Context: an optimization exercise on an open-source flow, tuned for small area, a short achievable clock period and few clock cycles per item. The choices shown serve that exercise and are no tape-out recipe. RTL that was checked went through simulation tests only; none was proved equivalent to the original. Only the layout flow was run in run 3; the RTL was not checked for function there. No activity file was given, so power comes from the tool's default toggle rates.

## design/flow/config.mk

```make
export PLATFORM = sky130hd
export DESIGN_NAME = mul_top
export DESIGN_NICKNAME = mul_top
export VERILOG_FILES = /design/flow/design.v
export SDC_FILE = /design/flow/constraint.sdc
export NUM_CORES = 4
export LEC_CHECK = 0
export CAP_MARGIN = 20
export CORE_MARGIN = 2
export CORE_UTILIZATION = 45
export PLACE_DENSITY = 0.6
export SETUP_SLACK_MARGIN = 5
export SLEW_MARGIN = 20
```

## design/flow/constraint.sdc

```tcl
create_clock -name core_clock -period 8.2 [get_ports {clk_i}]
set_input_delay 1.6400 -clock core_clock [delete_from_list [all_inputs] [get_ports {clk_i}]]
set_output_delay 1.6400 -clock core_clock [all_outputs]
set_load 0.01 [all_outputs]
```

## design/flow/design.v

```verilog
`timescale 1ns/1ps
module mul_top (
    input  logic        clk_i,
    input  logic        rst_i,
    input  logic        req_i,
    input  logic [31:0] op_a_i,
    input  logic [31:0] op_b_i,
    input  logic [2:0]  func3_i,
    output logic        ack_o,
    output logic [31:0] result_o
);
    logic              busy_q;     
    logic              fin_q;      
    logic [2:0]        cnt_q;
    logic              last_q;     
    logic [31:0]       a_q;
    logic              a32_q;      
    logic              ub_q;       
    logic              hi_q;       
    logic [31:0]       lo_q;       
    logic [40:0]       s_q;
    logic [40:0]       c_q;
    logic              cin_q;
    logic [3:0]        bone_q;     
    logic [3:0]        btwo_q;
    logic [3:0]        bneg_q;
    logic [33:0]       a_ext;
    logic [8:0]        win_cap;    
    logic [8:0]        win_nxt;    
    logic [3:0]        cone, ctwo, cneg, none, ntwo, nneg;
    logic [40:0]       s_d;
    logic [40:0]       c_d;
    logic [8:0]        low_sum;
    logic [40:0]       fsum;
    logic              ub_d;
    logic              nxt_extra;
    logic              nxt_last;
    assign a_ext = {a32_q, a32_q, a_q};
    assign ub_d      = op_b_i[31] & ((func3_i == 3'd2) | (func3_i == 3'd3));
    assign nxt_extra = (cnt_q == 3'd3);
    assign nxt_last  = ub_q ? nxt_extra : (cnt_q == 3'd2);
    assign win_cap   = {op_b_i[7:0], 1'b0};
    assign win_nxt   = {lo_q[15:8] & {8{~nxt_extra}}, lo_q[7]};
    always_comb begin
        cone[0] = win_cap[1] ^ win_cap[0];
        ctwo[0] = (win_cap[2] & ~win_cap[1] & ~win_cap[0]) | (~win_cap[2] & win_cap[1] & win_cap[0]);
        cneg[0] = win_cap[2];
        cone[1] = win_cap[3] ^ win_cap[2];
        ctwo[1] = (win_cap[4] & ~win_cap[3] & ~win_cap[2]) | (~win_cap[4] & win_cap[3] & win_cap[2]);
        cneg[1] = win_cap[4];
        cone[2] = win_cap[5] ^ win_cap[4];
        ctwo[2] = (win_cap[6] & ~win_cap[5] & ~win_cap[4]) | (~win_cap[6] & win_cap[5] & win_cap[4]);
        cneg[2] = win_cap[6];
        cone[3] = win_cap[7] ^ win_cap[6];
        ctwo[3] = (win_cap[8] & ~win_cap[7] & ~win_cap[6]) | (~win_cap[8] & win_cap[7] & win_cap[6]);
        cneg[3] = win_cap[8];
        none[0] = win_nxt[1] ^ win_nxt[0];
        ntwo[0] = (win_nxt[2] & ~win_nxt[1] & ~win_nxt[0]) | (~win_nxt[2] & win_nxt[1] & win_nxt[0]);
        nneg[0] = win_nxt[2];
        none[1] = win_nxt[3] ^ win_nxt[2];
        ntwo[1] = (win_nxt[4] & ~win_nxt[3] & ~win_nxt[2]) | (~win_nxt[4] & win_nxt[3] & win_nxt[2]);
        nneg[1] = win_nxt[4];
        none[2] = win_nxt[5] ^ win_nxt[4];
        ntwo[2] = (win_nxt[6] & ~win_nxt[5] & ~win_nxt[4]) | (~win_nxt[6] & win_nxt[5] & win_nxt[4]);
        nneg[2] = win_nxt[6];
        none[3] = win_nxt[7] ^ win_nxt[6];
        ntwo[3] = (win_nxt[8] & ~win_nxt[7] & ~win_nxt[6]) | (~win_nxt[8] & win_nxt[7] & win_nxt[6]);
        nneg[3] = win_nxt[8];
    end
    wire [33:0] pv0 = (({34{bone_q[0]}} & a_ext) | ({34{btwo_q[0]}} & {a_ext[32:0], 1'b0})) ^ {34{bneg_q[0]}};
    wire [33:0] pp0 = {~pv0[33], pv0[32:0]};
    wire [33:0] pv1 = (({34{bone_q[1]}} & a_ext) | ({34{btwo_q[1]}} & {a_ext[32:0], 1'b0})) ^ {34{bneg_q[1]}};
    wire [33:0] pp1 = {~pv1[33], pv1[32:0]};
    wire [33:0] pv2 = (({34{bone_q[2]}} & a_ext) | ({34{btwo_q[2]}} & {a_ext[32:0], 1'b0})) ^ {34{bneg_q[2]}};
    wire [33:0] pp2 = {~pv2[33], pv2[32:0]};
    wire [33:0] pv3 = (({34{bone_q[3]}} & a_ext) | ({34{btwo_q[3]}} & {a_ext[32:0], 1'b0})) ^ {34{bneg_q[3]}};
    wire [33:0] pp3 = {~pv3[33], pv3[32:0]};
    wire hs1 = s_q[14] ^ c_q[14];
    wire hc2 = s_q[14] & c_q[14];
    wire hs3 = s_q[15] ^ c_q[15];
    wire hc4 = s_q[15] & c_q[15];
    wire hs5 = s_q[16] ^ c_q[16];
    wire hc6 = s_q[16] & c_q[16];
    wire hs7 = s_q[17] ^ c_q[17];
    wire hc8 = s_q[17] & c_q[17];
    wire hs9 = s_q[18] ^ c_q[18];
    wire hc10 = s_q[18] & c_q[18];
    wire hs11 = s_q[19] ^ c_q[19];
    wire hc12 = s_q[19] & c_q[19];
    wire hs13 = s_q[20] ^ c_q[20];
    wire hc14 = s_q[20] & c_q[20];
    wire hs15 = s_q[21] ^ c_q[21];
    wire hc16 = s_q[21] & c_q[21];
    wire hs17 = s_q[22] ^ c_q[22];
    wire hc18 = s_q[22] & c_q[22];
    wire hs19 = s_q[23] ^ c_q[23];
    wire hc20 = s_q[23] & c_q[23];
    wire hs21 = s_q[24] ^ c_q[24];
    wire hc22 = s_q[24] & c_q[24];
    wire hs23 = s_q[25] ^ c_q[25];
    wire hc24 = s_q[25] & c_q[25];
    wire hs25 = s_q[26] ^ c_q[26];
    wire hc26 = s_q[26] & c_q[26];
    wire hs27 = s_q[27] ^ c_q[27];
    wire hc28 = s_q[27] & c_q[27];
    wire hs29 = s_q[28] ^ c_q[28];
    wire hc30 = s_q[28] & c_q[28];
    wire hs31 = s_q[29] ^ c_q[29];
    wire hc32 = s_q[29] & c_q[29];
    wire hs33 = s_q[30] ^ c_q[30];
    wire hc34 = s_q[30] & c_q[30];
    wire hs35 = s_q[31] ^ c_q[31];
    wire hc36 = s_q[31] & c_q[31];
    wire hs37 = s_q[32] ^ c_q[32];
    wire hc38 = s_q[32] & c_q[32];
    wire hs39 = s_q[33] ^ c_q[33];
    wire hc40 = s_q[33] & c_q[33];
    wire hs41 = s_q[34] ^ c_q[34];
    wire hc42 = s_q[34] & c_q[34];
    wire hs43 = s_q[35] ^ c_q[35];
    wire hc44 = s_q[35] & c_q[35];
    wire hs45 = s_q[36] ^ c_q[36];
    wire hc46 = s_q[36] & c_q[36];
    wire hs47 = s_q[37] ^ c_q[37];
    wire hc48 = s_q[37] & c_q[37];
    wire hs49 = s_q[38] ^ c_q[38];
    wire hc50 = s_q[38] & c_q[38];
    wire hs51 = s_q[39] ^ c_q[39];
    wire hc52 = s_q[39] & c_q[39];
    wire fs53 = ~(c_q[40] ^ s_q[40]);
    wire fc54 = c_q[40] | s_q[40];
    wire hs55 = s_q[10] ^ c_q[10];
    wire hc56 = s_q[10] & c_q[10];
    wire hs57 = s_q[11] ^ c_q[11];
    wire hc58 = s_q[11] & c_q[11];
    wire fs59 = s_q[12] ^ c_q[12] ^ bneg_q[2];
    wire fc60 = (s_q[12] & c_q[12]) | (s_q[12] & bneg_q[2]) | (c_q[12] & bneg_q[2]);
    wire hs61 = pp0[4] ^ pp1[2];
    wire hc62 = pp0[4] & pp1[2];
    wire fs63 = s_q[13] ^ c_q[13] ^ pp0[5];
    wire fc64 = (s_q[13] & c_q[13]) | (s_q[13] & pp0[5]) | (c_q[13] & pp0[5]);
    wire hs65 = pp1[3] ^ pp2[1];
    wire hc66 = pp1[3] & pp2[1];
    wire fs67 = bneg_q[3] ^ hs1 ^ pp0[6];
    wire fc68 = (bneg_q[3] & hs1) | (bneg_q[3] & pp0[6]) | (hs1 & pp0[6]);
    wire fs69 = pp1[4] ^ pp2[2] ^ pp3[0];
    wire fc70 = (pp1[4] & pp2[2]) | (pp1[4] & pp3[0]) | (pp2[2] & pp3[0]);
    wire fs71 = hc2 ^ hs3 ^ pp0[7];
    wire fc72 = (hc2 & hs3) | (hc2 & pp0[7]) | (hs3 & pp0[7]);
    wire fs73 = pp1[5] ^ pp2[3] ^ pp3[1];
    wire fc74 = (pp1[5] & pp2[3]) | (pp1[5] & pp3[1]) | (pp2[3] & pp3[1]);
    wire fs75 = hc4 ^ hs5 ^ pp0[8];
    wire fc76 = (hc4 & hs5) | (hc4 & pp0[8]) | (hs5 & pp0[8]);
    wire fs77 = pp1[6] ^ pp2[4] ^ pp3[2];
    wire fc78 = (pp1[6] & pp2[4]) | (pp1[6] & pp3[2]) | (pp2[4] & pp3[2]);
    wire fs79 = hc6 ^ hs7 ^ pp0[9];
    wire fc80 = (hc6 & hs7) | (hc6 & pp0[9]) | (hs7 & pp0[9]);
    wire fs81 = pp1[7] ^ pp2[5] ^ pp3[3];
    wire fc82 = (pp1[7] & pp2[5]) | (pp1[7] & pp3[3]) | (pp2[5] & pp3[3]);
    wire fs83 = hc8 ^ hs9 ^ pp0[10];
    wire fc84 = (hc8 & hs9) | (hc8 & pp0[10]) | (hs9 & pp0[10]);
    wire fs85 = pp1[8] ^ pp2[6] ^ pp3[4];
    wire fc86 = (pp1[8] & pp2[6]) | (pp1[8] & pp3[4]) | (pp2[6] & pp3[4]);
    wire fs87 = hc10 ^ hs11 ^ pp0[11];
    wire fc88 = (hc10 & hs11) | (hc10 & pp0[11]) | (hs11 & pp0[11]);
    wire fs89 = pp1[9] ^ pp2[7] ^ pp3[5];
    wire fc90 = (pp1[9] & pp2[7]) | (pp1[9] & pp3[5]) | (pp2[7] & pp3[5]);
    wire fs91 = hc12 ^ hs13 ^ pp0[12];
    wire fc92 = (hc12 & hs13) | (hc12 & pp0[12]) | (hs13 & pp0[12]);
    wire fs93 = pp1[10] ^ pp2[8] ^ pp3[6];
    wire fc94 = (pp1[10] & pp2[8]) | (pp1[10] & pp3[6]) | (pp2[8] & pp3[6]);
    wire fs95 = hc14 ^ hs15 ^ pp0[13];
    wire fc96 = (hc14 & hs15) | (hc14 & pp0[13]) | (hs15 & pp0[13]);
    wire fs97 = pp1[11] ^ pp2[9] ^ pp3[7];
    wire fc98 = (pp1[11] & pp2[9]) | (pp1[11] & pp3[7]) | (pp2[9] & pp3[7]);
    wire fs99 = hc16 ^ hs17 ^ pp0[14];
    wire fc100 = (hc16 & hs17) | (hc16 & pp0[14]) | (hs17 & pp0[14]);
    wire fs101 = pp1[12] ^ pp2[10] ^ pp3[8];
    wire fc102 = (pp1[12] & pp2[10]) | (pp1[12] & pp3[8]) | (pp2[10] & pp3[8]);
    wire fs103 = hc18 ^ hs19 ^ pp0[15];
    wire fc104 = (hc18 & hs19) | (hc18 & pp0[15]) | (hs19 & pp0[15]);
    wire fs105 = pp1[13] ^ pp2[11] ^ pp3[9];
    wire fc106 = (pp1[13] & pp2[11]) | (pp1[13] & pp3[9]) | (pp2[11] & pp3[9]);
    wire fs107 = hc20 ^ hs21 ^ pp0[16];
    wire fc108 = (hc20 & hs21) | (hc20 & pp0[16]) | (hs21 & pp0[16]);
    wire fs109 = pp1[14] ^ pp2[12] ^ pp3[10];
    wire fc110 = (pp1[14] & pp2[12]) | (pp1[14] & pp3[10]) | (pp2[12] & pp3[10]);
    wire fs111 = hc22 ^ hs23 ^ pp0[17];
    wire fc112 = (hc22 & hs23) | (hc22 & pp0[17]) | (hs23 & pp0[17]);
    wire fs113 = pp1[15] ^ pp2[13] ^ pp3[11];
    wire fc114 = (pp1[15] & pp2[13]) | (pp1[15] & pp3[11]) | (pp2[13] & pp3[11]);
    wire fs115 = hc24 ^ hs25 ^ pp0[18];
    wire fc116 = (hc24 & hs25) | (hc24 & pp0[18]) | (hs25 & pp0[18]);
    wire fs117 = pp1[16] ^ pp2[14] ^ pp3[12];
    wire fc118 = (pp1[16] & pp2[14]) | (pp1[16] & pp3[12]) | (pp2[14] & pp3[12]);
    wire fs119 = hc26 ^ hs27 ^ pp0[19];
    wire fc120 = (hc26 & hs27) | (hc26 & pp0[19]) | (hs27 & pp0[19]);
    wire fs121 = pp1[17] ^ pp2[15] ^ pp3[13];
    wire fc122 = (pp1[17] & pp2[15]) | (pp1[17] & pp3[13]) | (pp2[15] & pp3[13]);
    wire fs123 = hc28 ^ hs29 ^ pp0[20];
    wire fc124 = (hc28 & hs29) | (hc28 & pp0[20]) | (hs29 & pp0[20]);
    wire fs125 = pp1[18] ^ pp2[16] ^ pp3[14];
    wire fc126 = (pp1[18] & pp2[16]) | (pp1[18] & pp3[14]) | (pp2[16] & pp3[14]);
    wire fs127 = hc30 ^ hs31 ^ pp0[21];
    wire fc128 = (hc30 & hs31) | (hc30 & pp0[21]) | (hs31 & pp0[21]);
    wire fs129 = pp1[19] ^ pp2[17] ^ pp3[15];
    wire fc130 = (pp1[19] & pp2[17]) | (pp1[19] & pp3[15]) | (pp2[17] & pp3[15]);
    wire fs131 = hc32 ^ hs33 ^ pp0[22];
    wire fc132 = (hc32 & hs33) | (hc32 & pp0[22]) | (hs33 & pp0[22]);
    wire fs133 = pp1[20] ^ pp2[18] ^ pp3[16];
    wire fc134 = (pp1[20] & pp2[18]) | (pp1[20] & pp3[16]) | (pp2[18] & pp3[16]);
    wire fs135 = hc34 ^ hs35 ^ pp0[23];
    wire fc136 = (hc34 & hs35) | (hc34 & pp0[23]) | (hs35 & pp0[23]);
    wire fs137 = pp1[21] ^ pp2[19] ^ pp3[17];
    wire fc138 = (pp1[21] & pp2[19]) | (pp1[21] & pp3[17]) | (pp2[19] & pp3[17]);
    wire fs139 = hc36 ^ hs37 ^ pp0[24];
    wire fc140 = (hc36 & hs37) | (hc36 & pp0[24]) | (hs37 & pp0[24]);
    wire fs141 = pp1[22] ^ pp2[20] ^ pp3[18];
    wire fc142 = (pp1[22] & pp2[20]) | (pp1[22] & pp3[18]) | (pp2[20] & pp3[18]);
    wire fs143 = hc38 ^ hs39 ^ pp0[25];
    wire fc144 = (hc38 & hs39) | (hc38 & pp0[25]) | (hs39 & pp0[25]);
    wire fs145 = pp1[23] ^ pp2[21] ^ pp3[19];
    wire fc146 = (pp1[23] & pp2[21]) | (pp1[23] & pp3[19]) | (pp2[21] & pp3[19]);
    wire fs147 = hc40 ^ hs41 ^ pp0[26];
    wire fc148 = (hc40 & hs41) | (hc40 & pp0[26]) | (hs41 & pp0[26]);
    wire fs149 = pp1[24] ^ pp2[22] ^ pp3[20];
    wire fc150 = (pp1[24] & pp2[22]) | (pp1[24] & pp3[20]) | (pp2[22] & pp3[20]);
    wire fs151 = hc42 ^ hs43 ^ pp0[27];
    wire fc152 = (hc42 & hs43) | (hc42 & pp0[27]) | (hs43 & pp0[27]);
    wire fs153 = pp1[25] ^ pp2[23] ^ pp3[21];
    wire fc154 = (pp1[25] & pp2[23]) | (pp1[25] & pp3[21]) | (pp2[23] & pp3[21]);
    wire fs155 = hc44 ^ hs45 ^ pp0[28];
    wire fc156 = (hc44 & hs45) | (hc44 & pp0[28]) | (hs45 & pp0[28]);
    wire fs157 = pp1[26] ^ pp2[24] ^ pp3[22];
    wire fc158 = (pp1[26] & pp2[24]) | (pp1[26] & pp3[22]) | (pp2[24] & pp3[22]);
    wire fs159 = hc46 ^ hs47 ^ pp0[29];
    wire fc160 = (hc46 & hs47) | (hc46 & pp0[29]) | (hs47 & pp0[29]);
    wire fs161 = pp1[27] ^ pp2[25] ^ pp3[23];
    wire fc162 = (pp1[27] & pp2[25]) | (pp1[27] & pp3[23]) | (pp2[25] & pp3[23]);
    wire fs163 = hc48 ^ hs49 ^ pp0[30];
    wire fc164 = (hc48 & hs49) | (hc48 & pp0[30]) | (hs49 & pp0[30]);
    wire fs165 = pp1[28] ^ pp2[26] ^ pp3[24];
    wire fc166 = (pp1[28] & pp2[26]) | (pp1[28] & pp3[24]) | (pp2[26] & pp3[24]);
    wire fs167 = hc50 ^ hs51 ^ pp0[31];
    wire fc168 = (hc50 & hs51) | (hc50 & pp0[31]) | (hs51 & pp0[31]);
    wire fs169 = pp1[29] ^ pp2[27] ^ pp3[25];
    wire fc170 = (pp1[29] & pp2[27]) | (pp1[29] & pp3[25]) | (pp2[27] & pp3[25]);
    wire fs171 = hc52 ^ pp0[32] ^ pp1[30];
    wire fc172 = (hc52 & pp0[32]) | (hc52 & pp1[30]) | (pp0[32] & pp1[30]);
    wire fs173 = pp2[28] ^ pp3[26] ^ fs53;
    wire fc174 = (pp2[28] & pp3[26]) | (pp2[28] & fs53) | (pp3[26] & fs53);
    wire fs175 = pp0[33] ^ pp1[31] ^ pp2[29];
    wire fc176 = (pp0[33] & pp1[31]) | (pp0[33] & pp2[29]) | (pp1[31] & pp2[29]);
    wire hs177 = pp3[27] ^ fc54;
    wire hc178 = pp3[27] & fc54;
    wire fs179 = ~(pp2[30] ^ pp1[32]);
    wire fc180 = pp2[30] | pp1[32];
    wire hs181 = s_q[8] ^ c_q[8];
    wire hc182 = s_q[8] & c_q[8];
    wire hs183 = s_q[9] ^ c_q[9];
    wire hc184 = s_q[9] & c_q[9];
    wire fs185 = bneg_q[1] ^ hs55 ^ pp0[2];
    wire fc186 = (bneg_q[1] & hs55) | (bneg_q[1] & pp0[2]) | (hs55 & pp0[2]);
    wire fs187 = hc56 ^ hs57 ^ pp0[3];
    wire fc188 = (hc56 & hs57) | (hc56 & pp0[3]) | (hs57 & pp0[3]);
    wire fs189 = hc58 ^ pp2[0] ^ fs59;
    wire fc190 = (hc58 & pp2[0]) | (hc58 & fs59) | (pp2[0] & fs59);
    wire fs191 = fc60 ^ hc62 ^ hs65;
    wire fc192 = (fc60 & hc62) | (fc60 & hs65) | (hc62 & hs65);
    wire fs193 = hc66 ^ fc64 ^ fs67;
    wire fc194 = (hc66 & fc64) | (hc66 & fs67) | (fc64 & fs67);
    wire fs195 = fc68 ^ fc70 ^ fs71;
    wire fc196 = (fc68 & fc70) | (fc68 & fs71) | (fc70 & fs71);
    wire fs197 = fc72 ^ fc74 ^ fs75;
    wire fc198 = (fc72 & fc74) | (fc72 & fs75) | (fc74 & fs75);
    wire fs199 = fc76 ^ fc78 ^ fs79;
    wire fc200 = (fc76 & fc78) | (fc76 & fs79) | (fc78 & fs79);
    wire fs201 = fc80 ^ fc82 ^ fs83;
    wire fc202 = (fc80 & fc82) | (fc80 & fs83) | (fc82 & fs83);
    wire fs203 = fc84 ^ fc86 ^ fs87;
    wire fc204 = (fc84 & fc86) | (fc84 & fs87) | (fc86 & fs87);
    wire fs205 = fc88 ^ fc90 ^ fs91;
    wire fc206 = (fc88 & fc90) | (fc88 & fs91) | (fc90 & fs91);
    wire fs207 = fc92 ^ fc94 ^ fs95;
    wire fc208 = (fc92 & fc94) | (fc92 & fs95) | (fc94 & fs95);
    wire fs209 = fc96 ^ fc98 ^ fs99;
    wire fc210 = (fc96 & fc98) | (fc96 & fs99) | (fc98 & fs99);
    wire fs211 = fc100 ^ fc102 ^ fs103;
    wire fc212 = (fc100 & fc102) | (fc100 & fs103) | (fc102 & fs103);
    wire fs213 = fc104 ^ fc106 ^ fs107;
    wire fc214 = (fc104 & fc106) | (fc104 & fs107) | (fc106 & fs107);
    wire fs215 = fc108 ^ fc110 ^ fs111;
    wire fc216 = (fc108 & fc110) | (fc108 & fs111) | (fc110 & fs111);
    wire fs217 = fc112 ^ fc114 ^ fs115;
    wire fc218 = (fc112 & fc114) | (fc112 & fs115) | (fc114 & fs115);
    wire fs219 = fc116 ^ fc118 ^ fs119;
    wire fc220 = (fc116 & fc118) | (fc116 & fs119) | (fc118 & fs119);
    wire fs221 = fc120 ^ fc122 ^ fs123;
    wire fc222 = (fc120 & fc122) | (fc120 & fs123) | (fc122 & fs123);
    wire fs223 = fc124 ^ fc126 ^ fs127;
    wire fc224 = (fc124 & fc126) | (fc124 & fs127) | (fc126 & fs127);
    wire fs225 = fc128 ^ fc130 ^ fs131;
    wire fc226 = (fc128 & fc130) | (fc128 & fs131) | (fc130 & fs131);
    wire fs227 = fc132 ^ fc134 ^ fs135;
    wire fc228 = (fc132 & fc134) | (fc132 & fs135) | (fc134 & fs135);
    wire fs229 = fc136 ^ fc138 ^ fs139;
    wire fc230 = (fc136 & fc138) | (fc136 & fs139) | (fc138 & fs139);
    wire fs231 = fc140 ^ fc142 ^ fs143;
    wire fc232 = (fc140 & fc142) | (fc140 & fs143) | (fc142 & fs143);
    wire fs233 = fc144 ^ fc146 ^ fs147;
    wire fc234 = (fc144 & fc146) | (fc144 & fs147) | (fc146 & fs147);
    wire fs235 = fc148 ^ fc150 ^ fs151;
    wire fc236 = (fc148 & fc150) | (fc148 & fs151) | (fc150 & fs151);
    wire fs237 = fc152 ^ fc154 ^ fs155;
    wire fc238 = (fc152 & fc154) | (fc152 & fs155) | (fc154 & fs155);
    wire fs239 = fc156 ^ fc158 ^ fs159;
    wire fc240 = (fc156 & fc158) | (fc156 & fs159) | (fc158 & fs159);
    wire fs241 = fc160 ^ fc162 ^ fs163;
    wire fc242 = (fc160 & fc162) | (fc160 & fs163) | (fc162 & fs163);
    wire fs243 = fc164 ^ fc166 ^ fs167;
    wire fc244 = (fc164 & fc166) | (fc164 & fs167) | (fc166 & fs167);
    wire fs245 = fc168 ^ fc170 ^ fs171;
    wire fc246 = (fc168 & fc170) | (fc168 & fs171) | (fc170 & fs171);
    wire fs247 = fc172 ^ fs175 ^ hs177;
    wire fc248 = (fc172 & fs175) | (fc172 & hs177) | (fs175 & hs177);
    wire fs249 = pp3[28] ^ fc176 ^ hc178;
    wire fc250 = (pp3[28] & fc176) | (pp3[28] & hc178) | (fc176 & hc178);
    wire fs251 = pp1[33] ^ pp2[31] ^ pp3[29];
    wire fc252 = (pp1[33] & pp2[31]) | (pp1[33] & pp3[29]) | (pp2[31] & pp3[29]);
    wire hs253 = ~pp2[32];
    wire hc254 = pp2[32];
    wire hs255 = bneg_q[0] ^ hs181;
    wire hc256 = bneg_q[0] & hs181;
    wire fs257 = hc182 ^ hs183 ^ pp0[1];
    wire fc258 = (hc182 & hs183) | (hc182 & pp0[1]) | (hs183 & pp0[1]);
    wire fs259 = hc184 ^ pp1[0] ^ fs185;
    wire fc260 = (hc184 & pp1[0]) | (hc184 & fs185) | (pp1[0] & fs185);
    wire fs261 = pp1[1] ^ fc186 ^ fs187;
    wire fc262 = (pp1[1] & fc186) | (pp1[1] & fs187) | (fc186 & fs187);
    wire fs263 = hs61 ^ fc188 ^ fs189;
    wire fc264 = (hs61 & fc188) | (hs61 & fs189) | (fc188 & fs189);
    wire fs265 = fs63 ^ fc190 ^ fs191;
    wire fc266 = (fs63 & fc190) | (fs63 & fs191) | (fc190 & fs191);
    wire fs267 = fs69 ^ fc192 ^ fs193;
    wire fc268 = (fs69 & fc192) | (fs69 & fs193) | (fc192 & fs193);
    wire fs269 = fs73 ^ fc194 ^ fs195;
    wire fc270 = (fs73 & fc194) | (fs73 & fs195) | (fc194 & fs195);
    wire fs271 = fs77 ^ fc196 ^ fs197;
    wire fc272 = (fs77 & fc196) | (fs77 & fs197) | (fc196 & fs197);
    wire fs273 = fs81 ^ fc198 ^ fs199;
    wire fc274 = (fs81 & fc198) | (fs81 & fs199) | (fc198 & fs199);
    wire fs275 = fs85 ^ fc200 ^ fs201;
    wire fc276 = (fs85 & fc200) | (fs85 & fs201) | (fc200 & fs201);
    wire fs277 = fs89 ^ fc202 ^ fs203;
    wire fc278 = (fs89 & fc202) | (fs89 & fs203) | (fc202 & fs203);
    wire fs279 = fs93 ^ fc204 ^ fs205;
    wire fc280 = (fs93 & fc204) | (fs93 & fs205) | (fc204 & fs205);
    wire fs281 = fs97 ^ fc206 ^ fs207;
    wire fc282 = (fs97 & fc206) | (fs97 & fs207) | (fc206 & fs207);
    wire fs283 = fs101 ^ fc208 ^ fs209;
    wire fc284 = (fs101 & fc208) | (fs101 & fs209) | (fc208 & fs209);
    wire fs285 = fs105 ^ fc210 ^ fs211;
    wire fc286 = (fs105 & fc210) | (fs105 & fs211) | (fc210 & fs211);
    wire fs287 = fs109 ^ fc212 ^ fs213;
    wire fc288 = (fs109 & fc212) | (fs109 & fs213) | (fc212 & fs213);
    wire fs289 = fs113 ^ fc214 ^ fs215;
    wire fc290 = (fs113 & fc214) | (fs113 & fs215) | (fc214 & fs215);
    wire fs291 = fs117 ^ fc216 ^ fs217;
    wire fc292 = (fs117 & fc216) | (fs117 & fs217) | (fc216 & fs217);
    wire fs293 = fs121 ^ fc218 ^ fs219;
    wire fc294 = (fs121 & fc218) | (fs121 & fs219) | (fc218 & fs219);
    wire fs295 = fs125 ^ fc220 ^ fs221;
    wire fc296 = (fs125 & fc220) | (fs125 & fs221) | (fc220 & fs221);
    wire fs297 = fs129 ^ fc222 ^ fs223;
    wire fc298 = (fs129 & fc222) | (fs129 & fs223) | (fc222 & fs223);
    wire fs299 = fs133 ^ fc224 ^ fs225;
    wire fc300 = (fs133 & fc224) | (fs133 & fs225) | (fc224 & fs225);
    wire fs301 = fs137 ^ fc226 ^ fs227;
    wire fc302 = (fs137 & fc226) | (fs137 & fs227) | (fc226 & fs227);
    wire fs303 = fs141 ^ fc228 ^ fs229;
    wire fc304 = (fs141 & fc228) | (fs141 & fs229) | (fc228 & fs229);
    wire fs305 = fs145 ^ fc230 ^ fs231;
    wire fc306 = (fs145 & fc230) | (fs145 & fs231) | (fc230 & fs231);
    wire fs307 = fs149 ^ fc232 ^ fs233;
    wire fc308 = (fs149 & fc232) | (fs149 & fs233) | (fc232 & fs233);
    wire fs309 = fs153 ^ fc234 ^ fs235;
    wire fc310 = (fs153 & fc234) | (fs153 & fs235) | (fc234 & fs235);
    wire fs311 = fs157 ^ fc236 ^ fs237;
    wire fc312 = (fs157 & fc236) | (fs157 & fs237) | (fc236 & fs237);
    wire fs313 = fs161 ^ fc238 ^ fs239;
    wire fc314 = (fs161 & fc238) | (fs161 & fs239) | (fc238 & fs239);
    wire fs315 = fs165 ^ fc240 ^ fs241;
    wire fc316 = (fs165 & fc240) | (fs165 & fs241) | (fc240 & fs241);
    wire fs317 = fs169 ^ fc242 ^ fs243;
    wire fc318 = (fs169 & fc242) | (fs169 & fs243) | (fc242 & fs243);
    wire fs319 = fs173 ^ fc244 ^ fs245;
    wire fc320 = (fs173 & fc244) | (fs173 & fs245) | (fc244 & fs245);
    wire fs321 = fc174 ^ fc246 ^ fs247;
    wire fc322 = (fc174 & fc246) | (fc174 & fs247) | (fc246 & fs247);
    wire fs323 = fs179 ^ fc248 ^ fs249;
    wire fc324 = (fs179 & fc248) | (fs179 & fs249) | (fc248 & fs249);
    wire fs325 = fs251 ^ fc180 ^ fc250;
    wire fc326 = (fs251 & fc180) | (fs251 & fc250) | (fc180 & fc250);
    wire fs327 = pp3[30] ^ hs253 ^ fc252;
    wire fc328 = (pp3[30] & hs253) | (pp3[30] & fc252) | (hs253 & fc252);
    wire fs329 = pp2[33] ^ pp3[31] ^ hc254;
    wire fc330 = (pp2[33] & pp3[31]) | (pp2[33] & hc254) | (pp3[31] & hc254);
    wire hs331 = ~pp3[32];
    wire hc332 = pp3[32];
    assign s_d = {1'b0, hc332, fc330, fc328, fc326, fc324, fc322, fc320, fc318, fc316, fc314, fc312, fc310, fc308, fc306, fc304, fc302, fc300, fc298, fc296, fc294, fc292, fc290, fc288, fc286, fc284, fc282, fc280, fc278, fc276, fc274, fc272, fc270, fc268, fc266, fc264, fc262, fc260, fc258, hc256, hs255};
    assign c_d = {1'b0, pp3[33], hs331, fs329, fs327, fs325, fs323, fs321, fs319, fs317, fs315, fs313, fs311, fs309, fs307, fs305, fs303, fs301, fs299, fs297, fs295, fs293, fs291, fs289, fs287, fs285, fs283, fs281, fs279, fs277, fs275, fs273, fs271, fs269, fs267, fs265, fs263, fs261, fs259, fs257, pp0[0]};
    wire [9:0] low_x = {1'b0, s_q[7:0], 1'b1} + {1'b0, c_q[7:0], cin_q};
    assign low_sum = low_x[9:1];
    wire [41:0] fsum_x = {s_q, 1'b1} + {c_q, cin_q};
    assign fsum = fsum_x[41:1];
    always_ff @(posedge clk_i) begin
        if (rst_i) begin
            busy_q <= 1'b0;
            fin_q  <= 1'b0;
            ack_o  <= 1'b0;
        end else begin
            if (!busy_q && !fin_q && !ack_o && req_i) begin
                busy_q <= 1'b1;
            end
            if (busy_q && last_q) begin
                busy_q <= 1'b0;
                fin_q  <= 1'b1;
            end
            if (fin_q) begin
                fin_q <= 1'b0;
                ack_o <= 1'b1;
            end
            if (ack_o && !req_i) begin
                ack_o <= 1'b0;
            end
        end
    end
    always_ff @(posedge clk_i) begin
        a_q   <= op_a_i;
        a32_q <= op_a_i[31] & (func3_i != 3'd3);
        ub_q  <= ub_d;
        hi_q  <= (func3_i == 3'd1) | (func3_i == 3'd2) | (func3_i == 3'd3);
    end
    always_ff @(posedge clk_i) begin
        if (!busy_q && !fin_q && !ack_o) begin
            cnt_q   <= '0;
            last_q  <= 1'b0;
            s_q     <= 41'h10000000000;
            c_q     <= '0;
            cin_q   <= 1'b0;
            bone_q  <= cone;
            btwo_q  <= ctwo;
            bneg_q  <= cneg;
        end else begin
            cnt_q   <= cnt_q + 1'b1;
            last_q  <= nxt_last;
            s_q     <= s_d;
            c_q     <= c_d;
            cin_q   <= low_sum[8];
            bone_q  <= none;
            btwo_q  <= ntwo;
            bneg_q  <= nneg;
        end
    end
    always_ff @(posedge clk_i) begin
        if (!busy_q && !fin_q && !ack_o) begin
            lo_q <= op_b_i;
        end else if (busy_q) begin
            lo_q <= {low_sum[7:0], lo_q[31:8]};
        end else if (fin_q) begin
            if (!hi_q)
                lo_q <= {fsum[7:0], lo_q[31:8]};
            else if (ub_q)
                lo_q <= fsum[31:0];
            else
                lo_q <= fsum[39:8];
        end
    end
    assign result_o = lo_q;
endmodule
```

## design/flow/run.sh

```bash
#!/bin/bash
# synth_recipe.tcl (not shown) runs the flow's synth.tcl, then flattens the netlist and writes it again
# the make line also repeats each setting of config.mk as NAME=value (left out here)
make -C /OpenROAD-flow-scripts/flow DESIGN_CONFIG=/design/flow/config.mk WORK_HOME=/design/flow/orfs CLKGATE_MAP_FILE= SYNTH_SCRIPT=/design/flow/synth_recipe.tcl finish
```

==> flow_metrics.tcl, run 1 <==
set metrics [dict create \
    critPathMaxStageDelay_ps 580 \
    cellPowerDensity_nw_per_um2 319.4 \
    root_buffer "clkbuf_16" \
    grt_pass1_vias 10299 \
    maxSlewViolCount 0 \
    synthAdderAreaFrac_pct 27.01 \
    path_class "reg2out" \
    ios 103 \
    cp_max_fo 5 \
    maxCapViolCount 0 \
    num_vias 10178 \
    synth_warnings 1 \
    seq_area_frac_synth_pct 26.92 \
    worst-endpoint-required_ps 6560 \
    num_rows 63 \
    antenna_found_initial 0 \
    path_delay_family "buffers and inverters" \
    cts_buffers 17 \
    ys.flop_type "dfxtp_1" \
    netlist_top_cells_count "176 x inv_1, 154 x fa_1, 139 x xnor2_1, 136 x dfxtp_1, 130 x a22oi_1" \
    reg2reg_to "lo_q[28]$_DFFE_PP_" \
    skew_ps 11.23 \
    hold_ws_ps 453.4 \
    worstHoldPathCells 1 \
    htreeDepth 4 \
    tightest_slew_ps 904.8 \
    grt_usage_pct 24.62 \
    wire_per_inst_um 20.28 \
    synth_area_leader_cell "fa_1" \
    gp_congestion 0.8545 \
    die_area_um2 31820 \
    synth_seq_cells 168 \
    setup_violations 0 \
    routed_via_density 5.460 \
    gr-total-overflow 0 \
    post-route-min-period_ps 3112 \
    drt_wl_total_um 37810 \
    cts.sinks 168 \
    clk_path_buf_depth 2 \
    yosysMostFrequentCell "inv_1" \
    vdd_ir_drop_max_mv 0.1551 \
    synth_area_leaders "fa_1 23%, dfxtp_1 20%, xnor2_1 8.9%" \
    synthArstFlopShare_pct 0 \
    power.total_mw 4.976 \
    drc 0 \
    final_util_pct 52.28 \
    synth.distinct_cells 70 \
    synth_top_family_by_area "adder cells" \
    yosysTopAreaCellShare_pct 22.53 \
    area_delta_synth_final_pct 13.84 \
    grt_max_degree 114 \
    synth_nets 1702 \
    die_w_um 178.4 \
    leakage_nw 6.453 \
    cp_cell_sequence "clkdlybuf4s50_1" \
    syn_inst 1429 \
    dp_hpwl_um 28000 \
    ff2ff_setup_slack_ps 5110 \
    timing.critical_path.buf_inv 1 \
    initialDrtViolationCount 827 \
    r2r_cells 10 \
    synth_compound_area_share_pct 15.46 \
    worstHoldStart "cnt_q[0]$_SDFF_PP0_" \
    synth_xor_area_share_pct 11.01 \
    synth-simple-area-share_pct 10.22 \
    start_util_pct 45.92 \
    ant_nets 0 \
    place_inst 1824 \
    drive_above_1_share_pct 6.106 \
    syn_area_um2 13680 \
    final_hold_viol_count 0 \
    synth.area.mux_share_pct 0.9693 \
    whs_endpoint "cnt_q[0]$_SDFF_PP0_" \
    portBuffers 102 \
    drtPass1Iterations 7 \
    rsz0062_at_grt "no" \
    critPathCaptureType "output port" \
    cp.arrival_ps 1470 \
    min_path_type "reg2reg" \
    clock_latency_ps 440 \
    worstSetupStartpointType "flop" \
    dieHeight_um 178.4 \
    synth_edf_count 32 \
    slew_headroom_pct 39.68 \
    core_area_um2 29800 \
    fin_crit_sh_pct 37.95 \
    fin_nets 1734 \
    tritoncts "yes" \
    antennaDiodeCount 0 \
    fmax_mhz 321.4 \
    status "timing/DRC/antenna clean" \
    slowest_stage "clkdlybuf4s50_1" \
    setup_tns_ps 0 \
    clkSlewWorstSetupHoldPaths_ps 70 \
    final_cells 1864 \
    grt_pass1_wl_um 59170 \
    synth.avg_cell_area_um2 9.575 \
    r2r_start "s_q[18]$_SDFF_PP0_" \
]
[worst max path at each step]
stage,from,endpoint,slack (ps),cells past startpoint
finish,lo_q[10]$_DFFE_PP_,result_o[10],5090,1
detailed placement,s_q[10]$_SDFF_PP0_,lo_q[28]$_DFFE_PP_,5000,12
global route,s_q[2]$_SDFF_PP0_,lo_q[28]$_DFFE_PP_,4960,11
CTS,s_q[10]$_SDFF_PP0_,lo_q[28]$_DFFE_PP_,4980,12
floorplan,bneg_q[0]$_DFF_P_,c_q[7]$_SDFF_PP0_,5120,9
global placement,s_q[10]$_SDFF_PP0_,lo_q[28]$_DFFE_PP_,5040,12
[repair_timing]
action	in CTS	in global routing
setup buffers	2	6
resized for setup	1	20
setup endpoints to repair	4	22
pin swaps	0	9
hold buffers	0	0
[through the flow]
stage | instance area, um^2 | setup slack (ps)
floorplan | 13680 | 5119
global placement | 14820 | 5038
detailed placement | 14820 | 5002
CTS | 15420 | 4982
global route | 15580 | 4965
finish | 15580 | 5088
[power by group]
| part | switching, mW | total [mW] | leakage, nW | internal (mW) |
|---|---|---|---|---|
| Sequential | 0.177 | 1.21 | 1.47 | 1.03 |
| Combinational | 1.71 | 2.96 | 4.70 | 1.25 |
| Clock | 0.352 | 0.811 | 0.281 | 0.459 |
[cells by family (layout without fill, tap and decap cells)]
group / Yosys count / in the layout
muxes: 13 / 13
adders and majority gates: 203 / 203
and+or+nand+nor: 271 / 271
buffers and inverters: 287 / 332
xor gates and xnor gates: 172 / 172
AOI/OAI and AO/OA: 315 / 315
DFF: 168 / 168
[cells in the final DEF, fill, tap and decap left out, types with 9 or more instances in the layout]
cell type and instances:
o21ai_0 51, nand3_1 9, mux2i_1 11, a21oi_1 56, clkdlybuf4s50_1 102, o22ai_1 10, xnor2_1 138, fa_1 153
ha_1 48, a22oi_1 130, and3_1 13, a31oi_1 18, dfxtp_1 128, inv_1 176, or3_1 9, buf_4 20
nor2_1 58, edfxtp_1 32, xor2_1 33, nor3_1 13, and2_1 76, clkbuf_16 17, nand2_1 63
[layout make-up]
class | count | area (um^2)
timing repair buffer | 123 | 1182
sequential | 168 | 3696
tap | 390 | 488.0
clock buffer | 20 | 450.4
inverter | 177 | 664.4
multi-input combinational | 974 | 8971
clock inverter | 12 | 125.1
fill | 2708 | 14220
[state kept, by name, indices dropped and copies added (netlist names), 3 cells and up]
register	count
c_q	40
btwo_q	4
s_q	41
lo_q	32
bone_q	4
a_q	32
bneg_q	4
cnt_q	3
[routing by layer]
layer / track usage [%] / wire (um) / vias to the layer above / share of wire (%)
li1: - / - / 4763 / -
met1: 35.34 / 17760 / 4944 / 47
met2: 37.61 / 16570 / 419 / 44
met4: 8.435 / 880 / 0 / 2.3
met3: 4.135 / 2601 / 52 / 6.9
met5: 0 / 0 / - / 0
Testbench counts, summed over its fixed seeds: cycles 34,455, items 4,800.
==> run 2, diff against run 1 <==
==> design/flow/flow/run.sh (new file) <==
#!/bin/bash
# The standard layout (the standard.sh: same make targets and settings),
# except that the port buffers are the plain buf_1 instead of the buffer
# that buffer_ports picks by default.
set -euo pipefail
export BUFFER_PORTS_ARGS="-buffer_cell sky130_fd_sc_hd__buf_1"
bash standard.sh > standard.log 2>&1
==> design/flow/standard.sh (new file) <==
#!/bin/bash
# synth_recipe.tcl (not shown) runs the flow's synth.tcl, then flattens the netlist and writes it again
# the make line also repeats each setting of config.mk as NAME=value (left out here)
make -C /OpenROAD-flow-scripts/flow DESIGN_CONFIG=/design/flow/config.mk WORK_HOME=/design/flow/orfs CLKGATE_MAP_FILE= SYNTH_SCRIPT=/design/flow/synth_recipe.tcl "${@:-finish}"
removed: design/flow/run.sh
==> flow_metrics.tcl, run 2 <==
set metrics [dict create \
    grt_usage_pct 24.28 \
    worstSetupStartpointType "flop" \
    worstHoldPathCells 1 \
    min_path_type "reg2reg" \
    start_util_pct 45.92 \
    synth_warnings 1 \
    skew_ps 16.89 \
    drt_wl_total_um 37410 \
    busiest_layer "met2" \
    antennaDiodeCount 0 \
    num_rows 63 \
    htreeDepth 4 \
    fmax_mhz 320.2 \
    dp_hpwl_um 27890 \
    rsz0062_at_grt "no" \
    ff2ff_setup_slack_ps 5080 \
    largest-register "s_q" \
    worst_path_most_repeated_cell "a211o_4" \
    grt_max_degree 114 \
    largest_reg_flops 41 \
    final_common_cell "inv_1" \
    num_vias 10224 \
    tritoncts "yes" \
    clk_path_buf_depth 2 \
    grt_util_met2_pct 37.42 \
    r2r_cells 11 \
    drive_above_1_share_pct 5.862 \
    vdd_ir_drop_max_mv 0.1570 \
    dieHeight_um 178.4 \
    r2r_start "s_q[2]$_SDFF_PP0_" \
    met1_usage_pct 35.50 \
    cp.arrival_ps 3310 \
    worstHoldStart "cnt_q[0]$_SDFF_PP0_" \
    maxCapViolCount 0 \
    reg_top3 "s_q x41, c_q x40" \
    clkSlewWorstSetupHoldPaths_ps 70 \
    yosysTopAreaCellShare_pct 22.53 \
    routed_via_density 5.506 \
    yosysMostFrequentCell "inv_1" \
    slowest_stage "ha_1" \
    synthArstFlopShare_pct 0 \
    fin_crit_sh_pct 38.08 \
    critPathCaptureType "flop" \
    final_hold_viol_count 0 \
    syn_area_um2 13680 \
    path_class "reg2reg" \
    critPathMaxStageDelay_ps 390 \
    synth_area_leaders "fa_1 23%, dfxtp_1 20%, xnor2_1 8.9%" \
    root_buffer "clkbuf_16" \
    leakage_nw 6.132 \
    cts.sinks 168 \
    final_cells 1857 \
    synth_nets 1702 \
    syn_inst 1429 \
    final_util_pct 49.91 \
    ios 103 \
    area_delta_synth_final_pct 8.687 \
    gr-total-overflow 0 \
    ys.flop_type "dfxtp_1" \
    hold_ws_ps 466.2 \
    initialDrtViolationCount 950 \
    fin_nets 1727 \
    ant_nets 0 \
    slew_headroom_pct 33.09 \
    drc 0 \
    setup_tns_ps 0 \
    grt_pass1_vias 10170 \
    clock_latency_ps 450 \
    holdBufCountCts 0 \
    grt_pass1_wl_um 58460 \
    synth_edf_count 32 \
    cp_max_fo 5 \
    netlist_top_cells_count "176 x inv_1, 154 x fa_1, 139 x xnor2_1, 136 x dfxtp_1, 130 x a22oi_1" \
    die_area_um2 31820 \
    seq_area_frac_synth_pct 26.92 \
    whs_endpoint "cnt_q[0]$_SDFF_PP0_" \
    post-route-min-period_ps 3123 \
    cts_buffers 17 \
    setup_violations 0 \
    antenna_found_initial 1 \
    status "timing/DRC/antenna clean" \
    place_inst 1824 \
    gp_congestion 0.8594 \
    die_w_um 178.4 \
    met3_usage_pct 3.645 \
    synth.distinct_cells 70 \
    mostFrequentLayoutCells "176 x inv_1, 153 x fa_1, 138 x xnor2_1" \
    portBuffers 102 \
    tightest_slew_ps 1004 \
    core_area_um2 29800 \
    maxSlewViolCount 0 \
    cellPowerDensity_nw_per_um2 327.5 \
    power.total_mw 4.871 \
    drtPass1Iterations 5 \
    wire_per_inst_um 20.14 \
    synth_seq_cells 168 \
    synth.avg_cell_area_um2 9.575 \
    synth_area_leader_cell "fa_1" \
    cp_cell_sequence "ha_1 > a21o_1 > a21oi_2 > a2111oi_4 > o21ai_2 > nand3_2 > a211o_4 > a211o_4 > a21oi_4 > a21oi_1 > a32o_1" \
    reg2reg_to "lo_q[26]$_DFFE_PP_" \
    worst-endpoint-required_ps 8390 \
]
## run 2: cell types whose count changed in the layout (fill, tap and decap cells not counted), sizes merged
cell	change
buf	+95
inv	+2
clkdlybuf4s50	-102
clkinvlp	+2
clkinv	-2
bufinv	-1
clkbuf	-1
## run 2: what timing repair did
item,CTS,global route
gates resized for setup,2,19
setup buffers,0,1
pin swaps,1,8
cloned,0,0
setup endpoints to repair,2,26
## run 2: logic make-up (layout without fill, tap and decap cells)
kind of cell	after synthesis	count (layout)	share of synthesized area (%)
flops	168	168	26.92
mux	13	13	0.9693
fa+ha+maj	203	203	27.01
buf+inv	287	325	8.403
xor+xnor	172	172	11.01
simple gates	271	271	10.22
compound gates	315	315	15.46
## run 2: how the worst max path moves through the flow
| stage | start | end |
|---|---|---|
| finish | s_q[2]$_SDFF_PP0_ | lo_q[26]$_DFFE_PP_ |
| global route | s_q[0]$_SDFF_PP0_ | lo_q[25]$_DFFE_PP_ |
| CTS | s_q[0]$_SDFF_PP0_ | lo_q[29]$_DFFE_PP_ |
| detailed placement | s_q[10]$_SDFF_PP0_ | lo_q[26]$_DFFE_PP_ |
| global placement | s_q[10]$_SDFF_PP0_ | lo_q[28]$_DFFE_PP_ |
| floorplan | bneg_q[0]$_DFF_P_ | c_q[7]$_SDFF_PP0_ |
## run 2: critical path: cells and delay by family (launching register included)
kind,cells,cell delay (ps)
AOI/OAI and AO/OA,9,2040
DFF,1,320
adders and majority gates,1,390
and+or+nand+nor,1,130
## run 2: area by class of cell
class	instances	area, um^2
Inverter	177	664.4
Clock inverter	13	120.1
Tap cell	390	488.0
Fill cell	2794	14920
Sequential cell	168	3699
Clock buffer	19	442.9
Timing Repair Buffer	116	488.0
Multi-Input combinational cell	974	8970
## run 2: power by group
| part | total [mW] | leakage (nW) | internal [mW] | switching [mW] |
|---|---|---|---|---|
| clock | 0.794 | 0.272 | 0.429 | 0.365 |
| sequential | 1.22 | 1.47 | 1.03 | 0.190 |
| combinational | 2.85 | 4.39 | 1.18 | 1.67 |
## run 2: stage by stage
step | setup slack (ps) | instance area [um^2]
floorplan | 5119 | 13680
global placement | 5057 | 14180
detailed placement | 4955 | 14180
CTS | 5003 | 14750
global route | 4979 | 14870
finish | 5077 | 14870
## run 2: layer usage
| layer | vias to the layer above | routed length, um |
|---|---|---|
| li1 | 4750 | - |
| met1 | 5053 | 17730 |
| met2 | 378 | 16430 |
| met3 | 43 | 2475 |
| met4 | 0 | 773 |
| met5 | - | 0 |
==> run 3, diff against run 2 <==
--- a/design/flow/design.v
+++ b/design/flow/design.v
@@ -21,6 +21,7 @@
     logic [40:0]       s_q;
     logic [40:0]       c_q;
     logic              cin_q;
+    logic              first_q;    
     logic [3:0]        bone_q;     
     logic [3:0]        btwo_q;
     logic [3:0]        bneg_q;
@@ -28,6 +29,8 @@
     logic [8:0]        win_cap;    
     logic [8:0]        win_nxt;    
     logic [3:0]        cone, ctwo, cneg, none, ntwo, nneg;
+    logic [32:0]       s_in;       
+    logic [32:0]       c_in;
     logic [40:0]       s_d;
     logic [40:0]       c_d;
     logic [8:0]        low_sum;
@@ -75,70 +78,72 @@
     wire [33:0] pp2 = {~pv2[33], pv2[32:0]};
     wire [33:0] pv3 = (({34{bone_q[3]}} & a_ext) | ({34{btwo_q[3]}} & {a_ext[32:0], 1'b0})) ^ {34{bneg_q[3]}};
     wire [33:0] pp3 = {~pv3[33], pv3[32:0]};
-    wire hs1 = s_q[14] ^ c_q[14];
-    wire hc2 = s_q[14] & c_q[14];
-    wire hs3 = s_q[15] ^ c_q[15];
-    wire hc4 = s_q[15] & c_q[15];
-    wire hs5 = s_q[16] ^ c_q[16];
-    wire hc6 = s_q[16] & c_q[16];
-    wire hs7 = s_q[17] ^ c_q[17];
-    wire hc8 = s_q[17] & c_q[17];
-    wire hs9 = s_q[18] ^ c_q[18];
-    wire hc10 = s_q[18] & c_q[18];
-    wire hs11 = s_q[19] ^ c_q[19];
-    wire hc12 = s_q[19] & c_q[19];
-    wire hs13 = s_q[20] ^ c_q[20];
-    wire hc14 = s_q[20] & c_q[20];
-    wire hs15 = s_q[21] ^ c_q[21];
-    wire hc16 = s_q[21] & c_q[21];
-    wire hs17 = s_q[22] ^ c_q[22];
-    wire hc18 = s_q[22] & c_q[22];
-    wire hs19 = s_q[23] ^ c_q[23];
-    wire hc20 = s_q[23] & c_q[23];
-    wire hs21 = s_q[24] ^ c_q[24];
-    wire hc22 = s_q[24] & c_q[24];
-    wire hs23 = s_q[25] ^ c_q[25];
-    wire hc24 = s_q[25] & c_q[25];
-    wire hs25 = s_q[26] ^ c_q[26];
-    wire hc26 = s_q[26] & c_q[26];
-    wire hs27 = s_q[27] ^ c_q[27];
-    wire hc28 = s_q[27] & c_q[27];
-    wire hs29 = s_q[28] ^ c_q[28];
-    wire hc30 = s_q[28] & c_q[28];
-    wire hs31 = s_q[29] ^ c_q[29];
-    wire hc32 = s_q[29] & c_q[29];
-    wire hs33 = s_q[30] ^ c_q[30];
-    wire hc34 = s_q[30] & c_q[30];
-    wire hs35 = s_q[31] ^ c_q[31];
-    wire hc36 = s_q[31] & c_q[31];
-    wire hs37 = s_q[32] ^ c_q[32];
-    wire hc38 = s_q[32] & c_q[32];
-    wire hs39 = s_q[33] ^ c_q[33];
-    wire hc40 = s_q[33] & c_q[33];
-    wire hs41 = s_q[34] ^ c_q[34];
-    wire hc42 = s_q[34] & c_q[34];
-    wire hs43 = s_q[35] ^ c_q[35];
-    wire hc44 = s_q[35] & c_q[35];
-    wire hs45 = s_q[36] ^ c_q[36];
-    wire hc46 = s_q[36] & c_q[36];
-    wire hs47 = s_q[37] ^ c_q[37];
-    wire hc48 = s_q[37] & c_q[37];
-    wire hs49 = s_q[38] ^ c_q[38];
-    wire hc50 = s_q[38] & c_q[38];
-    wire hs51 = s_q[39] ^ c_q[39];
-    wire hc52 = s_q[39] & c_q[39];
-    wire fs53 = ~(c_q[40] ^ s_q[40]);
-    wire fc54 = c_q[40] | s_q[40];
-    wire hs55 = s_q[10] ^ c_q[10];
-    wire hc56 = s_q[10] & c_q[10];
-    wire hs57 = s_q[11] ^ c_q[11];
-    wire hc58 = s_q[11] & c_q[11];
-    wire fs59 = s_q[12] ^ c_q[12] ^ bneg_q[2];
-    wire fc60 = (s_q[12] & c_q[12]) | (s_q[12] & bneg_q[2]) | (c_q[12] & bneg_q[2]);
+    assign s_in = first_q ? 33'h100000000 : s_q[40:8];
+    assign c_in = first_q ? 33'h0 : c_q[40:8];
+    wire hs1 = s_in[6] ^ c_in[6];
+    wire hc2 = s_in[6] & c_in[6];
+    wire hs3 = s_in[7] ^ c_in[7];
+    wire hc4 = s_in[7] & c_in[7];
+    wire hs5 = s_in[8] ^ c_in[8];
+    wire hc6 = s_in[8] & c_in[8];
+    wire hs7 = s_in[9] ^ c_in[9];
+    wire hc8 = s_in[9] & c_in[9];
+    wire hs9 = s_in[10] ^ c_in[10];
+    wire hc10 = s_in[10] & c_in[10];
+    wire hs11 = s_in[11] ^ c_in[11];
+    wire hc12 = s_in[11] & c_in[11];
+    wire hs13 = s_in[12] ^ c_in[12];
+    wire hc14 = s_in[12] & c_in[12];
+    wire hs15 = s_in[13] ^ c_in[13];
+    wire hc16 = s_in[13] & c_in[13];
+    wire hs17 = s_in[14] ^ c_in[14];
+    wire hc18 = s_in[14] & c_in[14];
+    wire hs19 = s_in[15] ^ c_in[15];
+    wire hc20 = s_in[15] & c_in[15];
+    wire hs21 = s_in[16] ^ c_in[16];
+    wire hc22 = s_in[16] & c_in[16];
+    wire hs23 = s_in[17] ^ c_in[17];
+    wire hc24 = s_in[17] & c_in[17];
+    wire hs25 = s_in[18] ^ c_in[18];
+    wire hc26 = s_in[18] & c_in[18];
+    wire hs27 = s_in[19] ^ c_in[19];
+    wire hc28 = s_in[19] & c_in[19];
+    wire hs29 = s_in[20] ^ c_in[20];
+    wire hc30 = s_in[20] & c_in[20];
+    wire hs31 = s_in[21] ^ c_in[21];
+    wire hc32 = s_in[21] & c_in[21];
+    wire hs33 = s_in[22] ^ c_in[22];
+    wire hc34 = s_in[22] & c_in[22];
+    wire hs35 = s_in[23] ^ c_in[23];
+    wire hc36 = s_in[23] & c_in[23];
+    wire hs37 = s_in[24] ^ c_in[24];
+    wire hc38 = s_in[24] & c_in[24];
+    wire hs39 = s_in[25] ^ c_in[25];
+    wire hc40 = s_in[25] & c_in[25];
+    wire hs41 = s_in[26] ^ c_in[26];
+    wire hc42 = s_in[26] & c_in[26];
+    wire hs43 = s_in[27] ^ c_in[27];
+    wire hc44 = s_in[27] & c_in[27];
+    wire hs45 = s_in[28] ^ c_in[28];
+    wire hc46 = s_in[28] & c_in[28];
+    wire hs47 = s_in[29] ^ c_in[29];
+    wire hc48 = s_in[29] & c_in[29];
+    wire hs49 = s_in[30] ^ c_in[30];
+    wire hc50 = s_in[30] & c_in[30];
+    wire hs51 = s_in[31] ^ c_in[31];
+    wire hc52 = s_in[31] & c_in[31];
+    wire fs53 = ~(c_in[32] ^ s_in[32]);
+    wire fc54 = c_in[32] | s_in[32];
+    wire hs55 = s_in[2] ^ c_in[2];
+    wire hc56 = s_in[2] & c_in[2];
+    wire hs57 = s_in[3] ^ c_in[3];
+    wire hc58 = s_in[3] & c_in[3];
+    wire fs59 = s_in[4] ^ c_in[4] ^ bneg_q[2];
+    wire fc60 = (s_in[4] & c_in[4]) | (s_in[4] & bneg_q[2]) | (c_in[4] & bneg_q[2]);
     wire hs61 = pp0[4] ^ pp1[2];
     wire hc62 = pp0[4] & pp1[2];
-    wire fs63 = s_q[13] ^ c_q[13] ^ pp0[5];
-    wire fc64 = (s_q[13] & c_q[13]) | (s_q[13] & pp0[5]) | (c_q[13] & pp0[5]);
+    wire fs63 = s_in[5] ^ c_in[5] ^ pp0[5];
+    wire fc64 = (s_in[5] & c_in[5]) | (s_in[5] & pp0[5]) | (c_in[5] & pp0[5]);
     wire hs65 = pp1[3] ^ pp2[1];
     wire hc66 = pp1[3] & pp2[1];
     wire fs67 = bneg_q[3] ^ hs1 ^ pp0[6];
@@ -255,10 +260,10 @@
     wire hc178 = pp3[27] & fc54;
     wire fs179 = ~(pp2[30] ^ pp1[32]);
     wire fc180 = pp2[30] | pp1[32];
-    wire hs181 = s_q[8] ^ c_q[8];
-    wire hc182 = s_q[8] & c_q[8];
-    wire hs183 = s_q[9] ^ c_q[9];
-    wire hc184 = s_q[9] & c_q[9];
+    wire hs181 = s_in[0] ^ c_in[0];
+    wire hc182 = s_in[0] & c_in[0];
+    wire hs183 = s_in[1] ^ c_in[1];
+    wire hc184 = s_in[1] & c_in[1];
     wire fs185 = bneg_q[1] ^ hs55 ^ pp0[2];
     wire fc186 = (bneg_q[1] & hs55) | (bneg_q[1] & pp0[2]) | (hs55 & pp0[2]);
     wire fs187 = hc56 ^ hs57 ^ pp0[3];
@@ -442,21 +447,19 @@
         hi_q  <= (func3_i == 3'd1) | (func3_i == 3'd2) | (func3_i == 3'd3);
     end
     always_ff @(posedge clk_i) begin
+        first_q <= !busy_q && !fin_q && !ack_o;
+        s_q     <= s_d;
+        c_q     <= c_d;
+        cin_q   <= low_sum[8] & ~first_q;
         if (!busy_q && !fin_q && !ack_o) begin
             cnt_q   <= '0;
             last_q  <= 1'b0;
-            s_q     <= 41'h10000000000;
-            c_q     <= '0;
-            cin_q   <= 1'b0;
             bone_q  <= cone;
             btwo_q  <= ctwo;
             bneg_q  <= cneg;
         end else begin
             cnt_q   <= cnt_q + 1'b1;
             last_q  <= nxt_last;
-            s_q     <= s_d;
-            c_q     <= c_d;
-            cin_q   <= low_sum[8];
             bone_q  <= none;
             btwo_q  <= ntwo;
             bneg_q  <= nneg;
==> design/flow/run.sh (new file) <==
#!/bin/bash
# synth_recipe.tcl (not shown) runs the flow's synth.tcl, then flattens the netlist and writes it again
# the make line also repeats each setting of config.mk as NAME=value (left out here)
make -C /OpenROAD-flow-scripts/flow DESIGN_CONFIG=/design/flow/config.mk WORK_HOME=/design/flow/orfs CLKGATE_MAP_FILE= SYNTH_SCRIPT=/design/flow/synth_recipe.tcl finish
removed: design/flow/flow/run.sh
removed: design/flow/standard.sh
==> flow_metrics.tcl, run 3 <==
set metrics [dict create \
    critPathMaxStageDelay_ps 580 \
    ff_latch_area_um2 3697 \
    die_area_um2 33170 \
    reg_top3 "c_q x40, s_q x40" \
    leakage_nw 6.692 \
    die_w_um 182.1 \
    grt_usage_pct 24.23 \
    root_buffer "clkbuf_16" \
    clock_latency_ps 450 \
    clk_path_buf_depth 2 \
    dieHeight_um 182.1 \
    dpl_cell_area_um2 15380 \
    cp_cell_sequence "clkdlybuf4s50_1" \
    synth_seq_cells 168 \
    rsz0062_at_grt "no" \
    critPathCaptureType "output port" \
    synthArstFlopShare_pct 0 \
    seq_area_frac_synth_pct 25.80 \
    synth_area_leaders "dfxtp_1 19%, fa_1 18%, xnor2_1 8.8%" \
    hold_ws_ps 458.7 \
    fmax_mhz 320.0 \
    post-route-min-period_ps 3125 \
    status "timing/DRC/antenna clean" \
    tritoncts "yes" \
    skew_ps 13.74 \
    mostFrequentLayoutCells "163 x inv_1, 144 x xnor2_1, 135 x a22oi_1" \
    synth_warnings 1 \
    grt_pass1_wl_um 62450 \
    fin_crit_sh_pct 38.11 \
    maxCapViolCount 0 \
    worstSetupStartpointType "flop" \
    fin_nets 1840 \
    drt_wl_total_um 39550 \
    synth_edf_count 32 \
    routed_via_density 5.701 \
    slew_headroom_pct 35.73 \
    grt_max_degree 68 \
    cp_max_fo 5 \
    wire_per_inst_um 19.98 \
    drtPass1Iterations 5 \
    worst-endpoint-required_ps 6560 \
    slowest_stage "clkdlybuf4s50_1" \
    switching_share_pct 49.52 \
    vdd_ir_drop_max_mv 0.2427 \
    clkSlewWorstSetupHoldPaths_ps 70 \
    gr-total-overflow 0 \
    antenna_found_initial 0 \
    n_fill_cell 2909 \
    maxSlewViolCount 0 \
    synth_area_leader_cell "dfxtp_1" \
    power_frac_seq_pct 21.7 \
    tightest_slew_ps 964.1 \
    switchingPower_mw 3.299 \
    comb_power_share_pct 66.4 \
    synth.avg_cell_area_um2 9.193 \
    multi_input_area_um2 9489 \
    drive_above_1_share_pct 5.453 \
    initialDrtViolationCount 1093 \
    setup_ws_ps 5075 \
    cellPowerDensity_nw_per_um2 416.2 \
    final_cells 1979 \
    final_hold_viol_count 0 \
    syn_inst 1553 \
    min_path_type "reg2reg" \
    yosysTopAreaCellShare_pct 19.07 \
    gp_congestion 0.8995 \
    num_rows 65 \
    start_util_pct 45.48 \
    cts.sinks 168 \
    final_common_cell "inv_1" \
    grt_pass1_vias 11307 \
    path_class "reg2out" \
    path_delay_family "buffers and inverters" \
    num_vias 11283 \
    ant_nets 0 \
    drc 0 \
    area_delta_synth_final_pct 12.10 \
    htreeDepth 4 \
    setup_tns_ps 0 \
    place_inst 1942 \
    ys.flop_type "dfxtp_1" \
    cts_buffers 17 \
    dp_hpwl_um 29480 \
    netlist_top_cells_count "163 x inv_1, 144 x xnor2_1, 136 x dfxtp_1, 135 x a22oi_1, 129 x fa_1" \
    core_area_um2 31390 \
    portBuffers 102 \
    antennaDiodeCount 0 \
    synth.distinct_cells 73 \
    timing.critical_path.buf_inv 1 \
    synth_nets 1829 \
    setup_violations 0 \
    ios 103 \
    intPower_mw 3.363 \
    cp.arrival_ps 1480 \
    preCtsSetupSlack_ps 4530 \
    yosysMostFrequentCell "inv_1" \
    clkPwrFrac_pct 11.9 \
    syn_area_um2 14280 \
    stdcell_area_um2 16010 \
]
==> run 3: changes by cell type in the layout (fill, tap and decap cells not counted), moves of 24 or more <==
cell	delta
and2_1	-74
fa_1	-24
nor2b_1	+67
ha_1	+25
clkdlybuf4s50_1	+102
buf_1	-102
==> run 3: per-layer routing <==
| layer | part of all wire [%] | up-vias | routed length, um | global-route usage [%] |
|---|---|---|---|---|
| met1 | 47 | 5551 | 18670 | 34.15 |
| met4 | 3.2 | 0 | 1264 | 9.000 |
| met2 | 43 | 385 | 17050 | 36.66 |
| met3 | 6.5 | 55 | 2570 | 5.189 |
| met5 | 0 | - | 0 | 0 |
| li1 | - | 5292 | - | - |
==> run 3: worst paths after layout <==
path	from	to	slack [ps]	cells after the start
hold reg to reg	cnt_q[0]$_SDFF_PP0_	cnt_q[0]$_SDFF_PP0_	460	1
hold / removal	cnt_q[0]$_SDFF_PP0_	cnt_q[0]$_SDFF_PP0_	460	1
setup reg to reg	bone_q[1]$_DFF_P_	c_q[33]$_DFF_P_	5130	7
setup / recovery	lo_q[14]$_DFFE_PP_	result_o[14]	5080	1
==> run 3: cell type report <==
class,instances,share of cell area (%)
tap,402,3.143
multi-input combinational,1095,59.29
inverter,164,3.862
sequential,168,23.10
clock buffer,18,2.681
clock inverter,14,0.7739
timing repair buffer,118,7.153
==> run 3: power by group through the flow <==
stage,clock [mW],combinational [mW],sequential [mW]
final,0.789,4.42,1.45
after floorplan,0,3.20,1.31
after global placement,0,4.29,1.47
after CTS,0.813,4.39,1.45
after global routing,0.842,4.98,1.48
after detailed placement,0,4.36,1.47
==> run 3: what timing repair did <==
item / 4_1_cts / 5_1_grt
endpoints found under the hold margin: 0 / 0
gates resized for setup: 2 / 10
hold buffers: 0 / 0
endpoints found under the setup margin: 4 / 29
setup buffers: 0 / 5
==> run 3: cell families (layout without fill, tap and decap cells) <==
| group | Yosys count | count (layout) | share of synthesized area (%) |
|---|---|---|---|
| simple gates | 320 | 320 | 11.40 |
| compound gates | 384 | 384 | 18.46 |
| fa+ha+maj | 206 | 206 | 24.84 |
| buf+inv | 290 | 314 | 7.975 |
| xor+xnor | 171 | 171 | 10.49 |
| mux | 14 | 14 | 1.034 |
| flops | 168 | 168 | 25.80 |
==> run 3: metrics by stage <==
step | total power [mW] | utilization [%]
6_report | 6.661 | 50.98
2_1_floorplan | 4.511 | -
3_5_place_dp | 5.824 | 48.98
4_1_cts | 6.650 | 50.77
5_1_grt | 7.299 | 50.98
3_3_place_gp | 5.754 | 48.98

==> what the ideal ports hide <==
How much do the figures lean on ideal ports? The routed layouts below were timed once more, with nothing changed but the port constraints.
Step 1, drivers: a clkbuf_16 drives clk_i and a buf_2 each remaining input, both assumed.
Step 2, shift: input delay + t, output delay - t, t = (earliest + latest rising clock arrival at the registers) / 2. This alone moves slack from input paths to output paths.
Slacks: ideal / step 1 / step 2; pairs: ideal / step 1.
run | t, ns | setup WS [ns] | worst hold slack (ns) | worst data-port slew with drivers (ns)
run 1 | 0.486 | 5.088 / 5.037 / 5.114 | 0.453 / 0.453 / 0.453 | 0.06
run 2 | 0.486 | 5.077 / 5.077 / 5.077 | 0.466 / 0.466 / 0.466 | 0.06
run 3 | 0.492 | 5.075 / 5.024 / 4.954 | 0.459 / 0.459 / 0.459 | 0.05
After both steps every run listed still meets setup and hold. For run 3, which loses most, drivers alone change the setup slack by -0.051 ns; drivers and shift together by -0.121 ns.
